This design comes from an exercise in tuning for small area, a short achievable clock period and few clock cycles per item on the open sky130 flow, not from production work. Where RTL was checked, it was by simulation tests only, not by an equivalence proof against the original.

== v36 ==
==> flow/design.v <==
package rsa_pkg;
  localparam int OPERAND_WIDTH = 32;
  localparam int EXP_BITS = 16;
  localparam int ACC_WIDTH = OPERAND_WIDTH + 1;
  localparam logic [1:0] OP_NOP = 2'd0;
  localparam logic [1:0] OP_EXP = 2'd1;
  localparam logic [2:0] PARAM_MODULUS = 3'd0;
  localparam logic [2:0] PARAM_R_MOD_N = 3'd1;
  localparam logic [2:0] PARAM_BASE = 3'd2;
  localparam logic [2:0] PARAM_R2_MOD_N = 3'd3;
  localparam logic [2:0] PARAM_EXPONENT = 3'd4;
endpackage
`timescale 1ns/1ps
module csa_row #(
  parameter int   W    = 8,
  parameter logic FILL = 1'b0
) (
  input  logic [W-1:0] x,
  input  logic [W-1:0] y,
  input  logic [W-1:0] z,
  output logic [W-1:0] s,
  output logic [W-1:0] c
);
  assign s = x ^ y ^ z;
  assign c = {(x[W-2:0] & y[W-2:0]) | (x[W-2:0] & z[W-2:0]) | (y[W-2:0] & z[W-2:0]), FILL};
endmodule
import rsa_pkg::*;
module mont_digit (
  input  logic                     clk,
  input  logic [1:0]               a_next,    
  input  logic [ACC_WIDTH-1:0]     s_n,
  input  logic [ACC_WIDTH-1:0]     c_n,
  input  logic [OPERAND_WIDTH-1:0] b,
  input  logic [OPERAND_WIDTH-1:0] modulus,
  output logic [ACC_WIDTH-1:0]     s_nxt_n,
  output logic [ACC_WIDTH-1:0]     c_nxt_n
);
  localparam int TW  = ACC_WIDTH + 1;   
  localparam int EXT = TW - OPERAND_WIDTH;
  logic [TW-1:0] s_in, c_in;
  logic [TW-1:0] pp0, pp1, mm0, mm1;
  logic [TW-1:0] xs1, xc1, xs2, xc2, xs3, xc3, xs4, xc4;
  logic [TW-1:0] hs, hc;
  logic          s0, c0, p0;
  logic          q0, q1;
  logic          w_mid;
  logic [1:0]    a_bits;
  always_ff @(posedge clk) begin
    a_bits <= a_next;
  end
  assign s_in = {1'b1, s_n};
  assign c_in = {1'b1, c_n};
  assign s0    = ~s_n[0];
  assign c0    = ~c_n[0];
  assign p0    = a_bits[0] & b[0];
  assign q0    = s_n[0] ^ c_n[0] ^ p0;
  assign w_mid = (s0 | c0 | p0) & ~(s0 & c0 & p0);
  assign q1    = s_n[1] ^ c_n[1] ^ (a_bits[0] & b[1]) ^ (q0 & modulus[1]) ^ w_mid ^
                 (a_bits[1] & b[0]);
  assign pp0 = {{EXT{1'b1}}, ~({OPERAND_WIDTH{a_bits[0]}} & b)};
  assign pp1 = {{EXT{1'b1}}, ~({OPERAND_WIDTH{a_bits[1]}} & b)};
  assign mm0 = {{EXT{1'b1}}, ~({OPERAND_WIDTH{q0}} & modulus)};
  assign mm1 = {{EXT{1'b1}}, ~({OPERAND_WIDTH{q1}} & modulus)};
  csa_row #(.W(TW), .FILL(1'b1)) row1 (.x(s_in), .y(c_in), .z(pp0), .s(xs1), .c(xc1));
  csa_row #(.W(TW), .FILL(1'b1)) row2 (.x(xs1), .y(xc1), .z(mm0), .s(xs2), .c(xc2));
  assign hs = {1'b1, xs2[TW-1:1]};
  assign hc = {1'b1, xc2[TW-1:1]};
  csa_row #(.W(TW), .FILL(1'b1)) row3 (.x(hs), .y(hc), .z(pp1), .s(xs3), .c(xc3));
  csa_row #(.W(TW), .FILL(1'b1)) row4 (.x(xs3), .y(xc3), .z(mm1), .s(xs4), .c(xc4));
  assign s_nxt_n = xs4[TW-1:1];
  assign c_nxt_n = xc4[TW-1:1];
endmodule
`timescale 1ns/1ps
import rsa_pkg::*;
module rsa_top (
  input  logic                     clk,
  input  logic                     resetn,
  input  logic                     param_valid,
  input  logic [2:0]               param_sel,
  input  logic [OPERAND_WIDTH-1:0] param_data,
  output logic                     param_ready,
  input  logic                     cmd_valid,
  input  logic [1:0]               cmd_op,
  output logic                     cmd_ready,
  output logic                     result_valid,
  output logic [OPERAND_WIDTH-1:0] result_data,
  input  logic                     result_ready,
  output logic                     busy
);
  logic                     param_fire;
  logic                     exp_fire;
  logic [OPERAND_WIDTH-1:0] modulus;
  logic [OPERAND_WIDTH-1:0] base;
  logic [OPERAND_WIDTH-1:0] r2_mod_n;
  logic [EXP_BITS-1:0]      exponent;
  logic                     exp_done;
  assign param_ready = ~busy;
  assign cmd_ready   = ~busy;
  assign param_fire  = param_valid & ~busy;
  assign exp_fire    = cmd_valid & ~busy & (cmd_op == OP_EXP);
  always_ff @(posedge clk) begin
    if (param_fire) begin
      case (param_sel)
        PARAM_MODULUS:  modulus  <= param_data;
        PARAM_BASE:     base     <= param_data;
        PARAM_R2_MOD_N: r2_mod_n <= param_data;
        PARAM_EXPONENT: exponent <= param_data[EXP_BITS-1:0];
        default: begin
        end
      endcase
    end
  end
  always_ff @(posedge clk) begin
    if (!resetn) begin
      busy         <= 1'b0;
      result_valid <= 1'b0;
    end else begin
      if (exp_fire) begin
        busy <= 1'b1;
      end else if (result_valid && result_ready) begin
        busy <= 1'b0;
      end
      if (exp_done) begin
        result_valid <= 1'b1;
      end else if (result_ready) begin
        result_valid <= 1'b0;
      end
    end
  end
  logic                     ph_init;
  logic                     ph_iter;
  logic                     ph_res;
  logic                     ph_sub;
  logic [3:0]               it_cnt;
  logic [4:0]               rnd;
  logic                     last_rnd;
  logic                     conv_rnd;
  logic                     e_bit;
  logic                     acc_take;
  logic                     mm_clear;
  assign last_rnd = (rnd == 5'd16);
  assign e_bit    = exponent[rnd[3:0] - 4'd1];
  assign acc_take = !conv_rnd && e_bit;
  assign exp_done = ph_sub & last_rnd;
  assign mm_clear = ph_init | ph_sub;
  always_ff @(posedge clk) begin
    if (!resetn) begin
      ph_init <= 1'b0;
      ph_iter <= 1'b0;
      ph_res  <= 1'b0;
      ph_sub  <= 1'b0;
    end else begin
      ph_init <= exp_fire;
      ph_res  <= ph_iter & (it_cnt == 4'd15);
      ph_sub  <= ph_res;
      if (ph_init | (ph_sub & ~last_rnd)) begin
        ph_iter <= 1'b1;
      end else if (it_cnt == 4'd15) begin
        ph_iter <= 1'b0;
      end
    end
  end
  always_ff @(posedge clk) begin
    if (ph_init) begin
      rnd      <= '0;
      conv_rnd <= 1'b1;
    end else if (ph_sub) begin
      rnd      <= rnd + 5'd1;
      conv_rnd <= 1'b0;
    end
    if (ph_iter) begin
      it_cnt <= it_cnt + 4'd1;
    end else begin
      it_cnt <= '0;
    end
  end
  logic [OPERAND_WIDTH-1:0] sq;
  logic [OPERAND_WIDTH-1:0] acc;
  logic [1:0]               a_next;
  logic [1:0]               a_fetch;
  logic [OPERAND_WIDTH-1:0] a_src;
  logic [ACC_WIDTH:0]       sq_sum;
  logic [ACC_WIDTH:0]       acc_sum;
  logic [ACC_WIDTH-1:0]     sq_sn, sq_cn, acc_sn, acc_cn;
  logic [ACC_WIDTH-1:0]     sq_sn_nxt, sq_cn_nxt, acc_sn_nxt, acc_cn_nxt;
  logic [ACC_WIDTH-1:0]     neg_n;
  assign a_src   = conv_rnd ? base : sq;
  assign a_fetch = a_src[{it_cnt + 4'd1, 1'b0} +: 2];
  assign a_next = ph_init ? base[1:0] :
                  ph_sub  ? (sq_sum[ACC_WIDTH] ? sq_sum[1:0] : sq[1:0]) :
                            a_fetch;
  always_ff @(posedge clk) begin
    if (ph_init) begin
      sq  <= r2_mod_n;
      acc <= {{(OPERAND_WIDTH-1){1'b0}}, |modulus[OPERAND_WIDTH-1:1]};
    end else begin
      if (ph_res | (ph_sub & sq_sum[ACC_WIDTH])) begin
        sq <= sq_sum[OPERAND_WIDTH-1:0];
      end
      if (acc_take & (ph_res | (ph_sub & acc_sum[ACC_WIDTH]))) begin
        acc <= acc_sum[OPERAND_WIDTH-1:0];
      end
    end
  end
  assign result_data = acc;
  assign neg_n   = {1'b1, ~modulus[OPERAND_WIDTH-1:1], 1'b1};
  assign sq_sum  = ~({1'b0, sq_sn} + {1'b0, sq_cn} + {{ACC_WIDTH{1'b0}}, 1'b1});
  assign acc_sum = ~({1'b0, acc_sn} + {1'b0, acc_cn} + {{ACC_WIDTH{1'b0}}, 1'b1});
  mont_digit dig_sq (
    .clk     (clk),
    .a_next  (a_next),
    .s_n     (sq_sn),
    .c_n     (sq_cn),
    .b       (sq),
    .modulus (modulus),
    .s_nxt_n (sq_sn_nxt),
    .c_nxt_n (sq_cn_nxt)
  );
  mont_digit dig_acc (
    .clk     (clk),
    .a_next  (a_next),
    .s_n     (acc_sn),
    .c_n     (acc_cn),
    .b       (acc),
    .modulus (modulus),
    .s_nxt_n (acc_sn_nxt),
    .c_nxt_n (acc_cn_nxt)
  );
  logic sel_res, sel_step;
  assign sel_res  = ph_res;
  assign sel_step = ~ph_res & ~mm_clear;
  always_ff @(posedge clk) begin
    sq_sn  <= ({ACC_WIDTH{~sel_res}} | ~sq_sum[ACC_WIDTH-1:0])  & ({ACC_WIDTH{~sel_step}} | sq_sn_nxt);
    sq_cn  <= ({ACC_WIDTH{~sel_res}} | ~neg_n)                  & ({ACC_WIDTH{~sel_step}} | sq_cn_nxt);
    acc_sn <= ({ACC_WIDTH{~sel_res}} | ~acc_sum[ACC_WIDTH-1:0]) & ({ACC_WIDTH{~sel_step}} | acc_sn_nxt);
    acc_cn <= ({ACC_WIDTH{~sel_res}} | ~neg_n)                  & ({ACC_WIDTH{~sel_step}} | acc_cn_nxt);
  end
endmodule
clock: 8.0 ns
lec_check: 0
cap_margin: 20
core_margin: 2
core_utilization: 55
cts_cluster_diameter: 100
cts_cluster_size: 26
setup_slack_margin: 4.85
slew_margin: 20
synth_hierarchical: 1
standard.sh (not shown) runs the stock make flow with config.mk's settings and CLKGATE_MAP_FILE= SYNTH_SCRIPT=/design/flow/synth_recipe.tcl, a recipe that flattens the netlist after the stock synthesis.
==> flow/flow/run.sh <==
#!/bin/bash
# Standard layout, with plain buffers on the ports instead of delay cells.
set -e
export BUFFER_PORTS_ARGS="-buffer_cell sky130_fd_sc_hd__buf_2"
bash standard.sh > standard.log 2>&1
diff inputs: v36 => v23
-- flow/design.v --
<<< v36, line 27
import rsa_pkg::*;
module mont_digit (
  input  logic                     clk,
  input  logic [1:0]               a_next,    
  input  logic [ACC_WIDTH-1:0]     s_n,
  input  logic [ACC_WIDTH-1:0]     c_n,
  input  logic [OPERAND_WIDTH-1:0] b,
  input  logic [OPERAND_WIDTH-1:0] modulus,
>>> v23, line 27
import rsa_pkg::*;
module mont_digit (
  input  logic [ACC_WIDTH-1:0]     s_n,
  input  logic [ACC_WIDTH-1:0]     c_n,
  input  logic [1:0]               a_bits,
  input  logic [OPERAND_WIDTH-1:0] b,
  input  logic [OPERAND_WIDTH-1:0] modulus,
<<< v36, line 45
  logic          q0, q1;
  logic          w_mid;
  logic [1:0]    a_bits;
  always_ff @(posedge clk) begin
    a_bits <= a_next;
  end
  assign s_in = {1'b1, s_n};
  assign c_in = {1'b1, c_n};
>>> v23, line 44
  logic          q0, q1;
  logic          w_mid;
  assign s_in = {1'b1, s_n};
  assign c_in = {1'b1, c_n};
<<< v36, line 177
  logic [OPERAND_WIDTH-1:0] sq;
  logic [OPERAND_WIDTH-1:0] acc;
  logic [1:0]               a_next;
  logic [1:0]               a_fetch;
  logic [OPERAND_WIDTH-1:0] a_src;
>>> v23, line 172
  logic [OPERAND_WIDTH-1:0] sq;
  logic [OPERAND_WIDTH-1:0] acc;
  logic [1:0]               a_bits;
  logic [1:0]               a_fetch;
  logic [OPERAND_WIDTH-1:0] a_src;
<<< v36, line 187
  assign a_src   = conv_rnd ? base : sq;
  assign a_fetch = a_src[{it_cnt + 4'd1, 1'b0} +: 2];
  assign a_next = ph_init ? base[1:0] :
                  ph_sub  ? (sq_sum[ACC_WIDTH] ? sq_sum[1:0] : sq[1:0]) :
                            a_fetch;
  always_ff @(posedge clk) begin
    if (ph_init) begin
>>> v23, line 182
  assign a_src   = conv_rnd ? base : sq;
  assign a_fetch = a_src[{it_cnt + 4'd1, 1'b0} +: 2];
  always_ff @(posedge clk) begin
    if (ph_init) begin
      a_bits <= base[1:0];
    end else if (ph_sub) begin
      a_bits <= sq_sum[ACC_WIDTH] ? sq_sum[1:0] : sq[1:0];
    end else begin
      a_bits <= a_fetch;
    end
  end
  always_ff @(posedge clk) begin
    if (ph_init) begin
<<< v36, line 204
  end
  assign result_data = acc;
  assign neg_n   = {1'b1, ~modulus[OPERAND_WIDTH-1:1], 1'b1};
  assign sq_sum  = ~({1'b0, sq_sn} + {1'b0, sq_cn} + {{ACC_WIDTH{1'b0}}, 1'b1});
  assign acc_sum = ~({1'b0, acc_sn} + {1'b0, acc_cn} + {{ACC_WIDTH{1'b0}}, 1'b1});
  mont_digit dig_sq (
    .clk     (clk),
    .a_next  (a_next),
    .s_n     (sq_sn),
    .c_n     (sq_cn),
    .b       (sq),
    .modulus (modulus),
>>> v23, line 205
  end
  assign result_data = acc;
  function automatic logic [ACC_WIDTH:0] pp_add(input logic [ACC_WIDTH-1:0] x,
                                                input logic [ACC_WIDTH-1:0] y,
                                                input logic                 cin);
    logic [ACC_WIDTH-1:0] g, p, gg, pp, g2, p2;
    logic [ACC_WIDTH:0]   cc;
    g  = x & y;
    p  = x ^ y;
    gg = g;
    pp = p;
    gg[0] = g[0] | (p[0] & cin);
    for (int l = 0; l < 6; l++) begin
      g2 = gg;
      p2 = pp;
      for (int i = 0; i < ACC_WIDTH; i++) begin
        if (((i >> l) & 1) == 1) begin
          g2[i] = gg[i] | (pp[i] & gg[((i >> l) << l) - 1]);
          p2[i] = pp[i] & pp[((i >> l) << l) - 1];
        end
      end
      gg = g2;
      pp = p2;
    end
    cc = {gg, cin};
    pp_add = {cc[ACC_WIDTH], p ^ cc[ACC_WIDTH-1:0]};
  endfunction
  assign neg_n   = {1'b1, ~modulus[OPERAND_WIDTH-1:1], 1'b1};
  assign sq_sum  = ~pp_add(sq_sn, sq_cn, 1'b1);
  assign acc_sum = ~pp_add(acc_sn, acc_cn, 1'b1);
  mont_digit dig_sq (
    .s_n     (sq_sn),
    .c_n     (sq_cn),
    .a_bits  (a_bits),
    .b       (sq),
    .modulus (modulus),
<<< v36, line 218
  );
  mont_digit dig_acc (
    .clk     (clk),
    .a_next  (a_next),
    .s_n     (acc_sn),
    .c_n     (acc_cn),
    .b       (acc),
    .modulus (modulus),
>>> v23, line 243
  );
  mont_digit dig_acc (
    .s_n     (acc_sn),
    .c_n     (acc_cn),
    .a_bits  (a_bits),
    .b       (acc),
    .modulus (modulus),
Comparing total wire length after detailed routing for v36 and v23, the smaller number came from v23.
acc[0]$_DFFE_PP_ as the endpoint of the worst setup timing path was reported by v23, and sq_sn[15]$_DFF_P_ by v36.
When v23 is measured against v36, its delay of the slowest cell on the worst path turns out 0.17 ns lower.
v36 -> v23: initial core utilization flat
Required arrival time at the worst endpoint: lower on v23
Looking at post-route core utilization, v23 sits 2.7 points higher than v36 does.
Looking at critical path depth across v36 and v23, the one that comes out higher is v23.
Of the two candidates, v36 has the worse cell area and v23 the better one.
The synthesized cell count in v23 sits 193 below the value recorded for v36.
The run showing the smaller register fraction of the total cell area is v36.
Global-route usage is lower on v23
No functional check of the RTL was part of any run of this note.

* * *

Another version of the RTL of rsa_top (not shown whole).
For scale: about 1,900 cells after synthesis, about 78 I/O pins, ~0.022 mm^2 of cells after synthesis.
==> module rsa_top, before the edit <==
module rsa_top (
  input  logic                     clk,
  input  logic                     resetn,
  input  logic                     param_valid,
  input  logic [2:0]               param_sel,
  input  logic [OPERAND_WIDTH-1:0] param_data,
  output logic                     param_ready,
  input  logic                     cmd_valid,
  input  logic [1:0]               cmd_op,
  output logic                     cmd_ready,
  output logic                     result_valid,
  output logic [OPERAND_WIDTH-1:0] result_data,
  input  logic                     result_ready,
  output logic                     busy
);
  logic                     param_fire;
  logic                     exp_fire;
  logic [OPERAND_WIDTH-1:0] modulus;
  logic [OPERAND_WIDTH-1:0] base;
  logic [OPERAND_WIDTH-1:0] r2_mod_n;
  logic [EXP_BITS-1:0]      exponent;
  logic                     exp_done;
  assign param_ready = ~busy;
  assign cmd_ready   = ~busy;
  assign param_fire  = param_valid & ~busy;
  assign exp_fire    = cmd_valid & ~busy & (cmd_op == OP_EXP);
  always_ff @(posedge clk) begin
    if (param_fire) begin
      case (param_sel)
        PARAM_MODULUS:  modulus  <= param_data;
        PARAM_BASE:     base     <= param_data;
        PARAM_R2_MOD_N: r2_mod_n <= param_data;
        PARAM_EXPONENT: exponent <= param_data[EXP_BITS-1:0];
        default: begin
        end
      endcase
    end
  end
  always_ff @(posedge clk) begin
    if (!resetn) begin
      busy         <= 1'b0;
      result_valid <= 1'b0;
    end else begin
      if (exp_fire) begin
        busy <= 1'b1;
      end else if (result_valid && result_ready) begin
        busy <= 1'b0;
      end
      if (exp_done) begin
        result_valid <= 1'b1;
      end else if (result_ready) begin
        result_valid <= 1'b0;
      end
    end
  end
  logic                     ph_init;
  logic                     ph_iter;
  logic                     ph_res;
  logic                     ph_sub;
  logic [3:0]               it_cnt;
  logic [4:0]               rnd;
  logic                     last_rnd;
  logic                     conv_rnd;
  logic                     e_bit;
  logic                     acc_take;
  logic                     mm_clear;
  assign last_rnd = (rnd == 5'd16);
  assign e_bit    = exponent[rnd[3:0] - 4'd1];
  assign acc_take = !conv_rnd && e_bit;
  assign exp_done = ph_sub & last_rnd;
  assign mm_clear = ph_init | ph_sub;
  always_ff @(posedge clk) begin
    if (!resetn) begin
      ph_init <= 1'b0;
      ph_iter <= 1'b0;
      ph_res  <= 1'b0;
      ph_sub  <= 1'b0;
    end else begin
      ph_init <= exp_fire;
      ph_res  <= ph_iter & (it_cnt == 4'd15);
      ph_sub  <= ph_res;
      if (ph_init | (ph_sub & ~last_rnd)) begin
        ph_iter <= 1'b1;
      end else if (it_cnt == 4'd15) begin
        ph_iter <= 1'b0;
      end
    end
  end
  always_ff @(posedge clk) begin
    if (ph_init) begin
      rnd      <= '0;
      conv_rnd <= 1'b1;
    end else if (ph_sub) begin
      rnd      <= rnd + 5'd1;
      conv_rnd <= 1'b0;
    end
    if (ph_iter) begin
      it_cnt <= it_cnt + 4'd1;
    end else begin
      it_cnt <= '0;
    end
  end
  logic [OPERAND_WIDTH-1:0] sq;
  logic [OPERAND_WIDTH-1:0] acc;
  logic [1:0]               a_bits;
  logic [1:0]               a_fetch;
  logic [OPERAND_WIDTH-1:0] a_src;
  logic [ACC_WIDTH:0]       sq_sum;
  logic [ACC_WIDTH:0]       acc_sum;
  logic [ACC_WIDTH-1:0]     sq_sn, sq_cn, acc_sn, acc_cn;
  logic [ACC_WIDTH-1:0]     sq_sn_nxt, sq_cn_nxt, acc_sn_nxt, acc_cn_nxt;
  logic [ACC_WIDTH-1:0]     neg_n;
  assign a_src   = conv_rnd ? base : sq;
  assign a_fetch = a_src[{it_cnt + 4'd1, 1'b0} +: 2];
  always_ff @(posedge clk) begin
    if (ph_init) begin
      a_bits <= base[1:0];
    end else if (ph_sub) begin
      a_bits <= sq_sum[ACC_WIDTH] ? sq_sum[1:0] : sq[1:0];
    end else begin
      a_bits <= a_fetch;
    end
  end
  always_ff @(posedge clk) begin
    if (ph_init) begin
      sq  <= r2_mod_n;
      acc <= {{(OPERAND_WIDTH-1){1'b0}}, |modulus[OPERAND_WIDTH-1:1]};
    end else begin
      if (ph_res | (ph_sub & sq_sum[ACC_WIDTH])) begin
        sq <= sq_sum[OPERAND_WIDTH-1:0];
      end
      if (acc_take & (ph_res | (ph_sub & acc_sum[ACC_WIDTH]))) begin
        acc <= acc_sum[OPERAND_WIDTH-1:0];
      end
    end
  end
  assign result_data = acc;
  assign neg_n   = {1'b1, ~modulus[OPERAND_WIDTH-1:1], 1'b1};
  assign sq_sum  = ~({1'b0, sq_sn} + {1'b0, sq_cn} + {{ACC_WIDTH{1'b0}}, 1'b1});
  assign acc_sum = ~({1'b0, acc_sn} + {1'b0, acc_cn} + {{ACC_WIDTH{1'b0}}, 1'b1});
  mont_digit dig_sq (
    .s_n     (sq_sn),
    .c_n     (sq_cn),
    .a_bits  (a_bits),
    .b       (sq),
    .modulus (modulus),
    .s_nxt_n (sq_sn_nxt),
    .c_nxt_n (sq_cn_nxt)
  );
  mont_digit dig_acc (
    .s_n     (acc_sn),
    .c_n     (acc_cn),
    .a_bits  (a_bits),
    .b       (acc),
    .modulus (modulus),
    .s_nxt_n (acc_sn_nxt),
    .c_nxt_n (acc_cn_nxt)
  );
  logic sel_res, sel_step;
  assign sel_res  = ph_res;
  assign sel_step = ~ph_res & ~mm_clear;
  always_ff @(posedge clk) begin
    sq_sn  <= ({ACC_WIDTH{~sel_res}} | ~sq_sum[ACC_WIDTH-1:0])  & ({ACC_WIDTH{~sel_step}} | sq_sn_nxt);
    sq_cn  <= ({ACC_WIDTH{~sel_res}} | ~neg_n)                  & ({ACC_WIDTH{~sel_step}} | sq_cn_nxt);
    acc_sn <= ({ACC_WIDTH{~sel_res}} | ~acc_sum[ACC_WIDTH-1:0]) & ({ACC_WIDTH{~sel_step}} | acc_sn_nxt);
    acc_cn <= ({ACC_WIDTH{~sel_res}} | ~neg_n)                  & ({ACC_WIDTH{~sel_step}} | acc_cn_nxt);
  end
endmodule
Settings: LEC_CHECK=0, CAP_MARGIN=20, CORE_MARGIN=2, CORE_UTILIZATION=55, CTS_CLUSTER_DIAMETER=100, CTS_CLUSTER_SIZE=26, SETUP_SLACK_MARGIN=4.85, SLEW_MARGIN=20, SYNTH_HIERARCHICAL=1; clock period 8.0 ns.
Scripts as last shown in full above: flow/flow/run.sh
Testbench counts at the start, summed over its fixed seeds: cycles 40,192, items 128.
Change:
--- a/flow/design.v
+++ b/flow/design.v
@@ -201,15 +201,44 @@
       if (acc_take & (ph_res | (ph_sub & acc_sum[ACC_WIDTH]))) begin
         acc <= acc_sum[OPERAND_WIDTH-1:0];
       end
     end
   end
   assign result_data = acc;
+  function automatic logic [ACC_WIDTH:0] pp_add(input logic [ACC_WIDTH-1:0] x,
+                                                input logic [ACC_WIDTH-1:0] y,
+                                                input logic                 cin);
+    logic [ACC_WIDTH-1:0] g, p, gg, pp;
+    logic [ACC_WIDTH:0]   cc;
+    g  = x & y;
+    p  = x ^ y;
+    gg = g;
+    pp = p;
+    gg[0] = g[0] | (p[0] & cin);
+    for (int l = 0; l < 6; l++) begin
+      for (int i = 0; i < ACC_WIDTH; i++) begin
+        if (((i + 1) % (2 << l)) == 0) begin
+          gg[i] = gg[i] | (pp[i] & gg[i - (1 << l)]);
+          pp[i] = pp[i] & pp[i - (1 << l)];
+        end
+      end
+    end
+    for (int l = 5; l >= 0; l--) begin
+      for (int i = 0; i < ACC_WIDTH; i++) begin
+        if (i >= (3 << l) - 1 && ((i + 1 - (1 << l)) % (2 << l)) == 0) begin
+          gg[i] = gg[i] | (pp[i] & gg[i - (1 << l)]);
+          pp[i] = pp[i] & pp[i - (1 << l)];
+        end
+      end
+    end
+    cc = {gg, cin};
+    pp_add = {cc[ACC_WIDTH], p ^ cc[ACC_WIDTH-1:0]};
+  endfunction
   assign neg_n   = {1'b1, ~modulus[OPERAND_WIDTH-1:1], 1'b1};
-  assign sq_sum  = ~({1'b0, sq_sn} + {1'b0, sq_cn} + {{ACC_WIDTH{1'b0}}, 1'b1});
-  assign acc_sum = ~({1'b0, acc_sn} + {1'b0, acc_cn} + {{ACC_WIDTH{1'b0}}, 1'b1});
+  assign sq_sum  = ~pp_add(sq_sn, sq_cn, 1'b1);
+  assign acc_sum = ~pp_add(acc_sn, acc_cn, 1'b1);
   mont_digit dig_sq (
     .s_n     (sq_sn),
     .c_n     (sq_cn),
     .a_bits  (a_bits),
     .b       (sq),
     .modulus (modulus),
The changed run passed the timing, DRC and antenna checks.
Non-clock buffer count went up by 14.
Core utilization goes up by 1.7 points.
Via count goes down by 10%.
Count of clock-buffer cells in the layout came out lower by 2.
Hold slack degrades by 0.013 ns.
Routed wire length decreases by 5.8%.
Worst setup slack got worse by 0.83 ns.
Critical path depth rose by 10.
Synthesized cell count came out lower by 11%.
Final area went down by 0.54%.
Die area goes down by 3.8%.
Only the layout flow was run in the second run of this note; the RTL was not checked for function there.

port drivers added, routing unchanged:
Ports are ideal in the flow. The routed layouts listed here were re-timed in OpenROAD. Step 1, drivers: a clkbuf_16 drives clk and a buf_2 each remaining input, both assumed. Step 2, shift: input delay + t, output delay - t, t = (earliest + latest rising clock arrival at the registers) / 2. This alone moves slack from input paths to output paths. Three values: ideal, step 1, step 2; two values: the first two.
| run | t, ns | slack for setup (ns) | worst register clock-pin slew, ns | cell pins on the clock port's net |
|---|---|---|---|---|
| v36 | 0.593 | 4.698 / 4.698 / 4.698 | 0.12 / 0.12 | 1 |
| v23 | 0.586 | 4.312 / 4.312 / 4.312 | 0.11 / 0.11 | 1 |
| the first run of note 2 | 0.589 | 4.892 / 4.892 / 4.647 | 0.11 / 0.11 | 1 |
| the second run of note 2 | 0.599 | 4.066 / 4.066 / 4.066 | 0.12 / 0.12 | 1 |
After both steps every run listed still meets setup and hold. The setup slack of the first run of note 2, which loses most, moves by 0.000 ns with the drivers and by -0.245 ns with both steps.
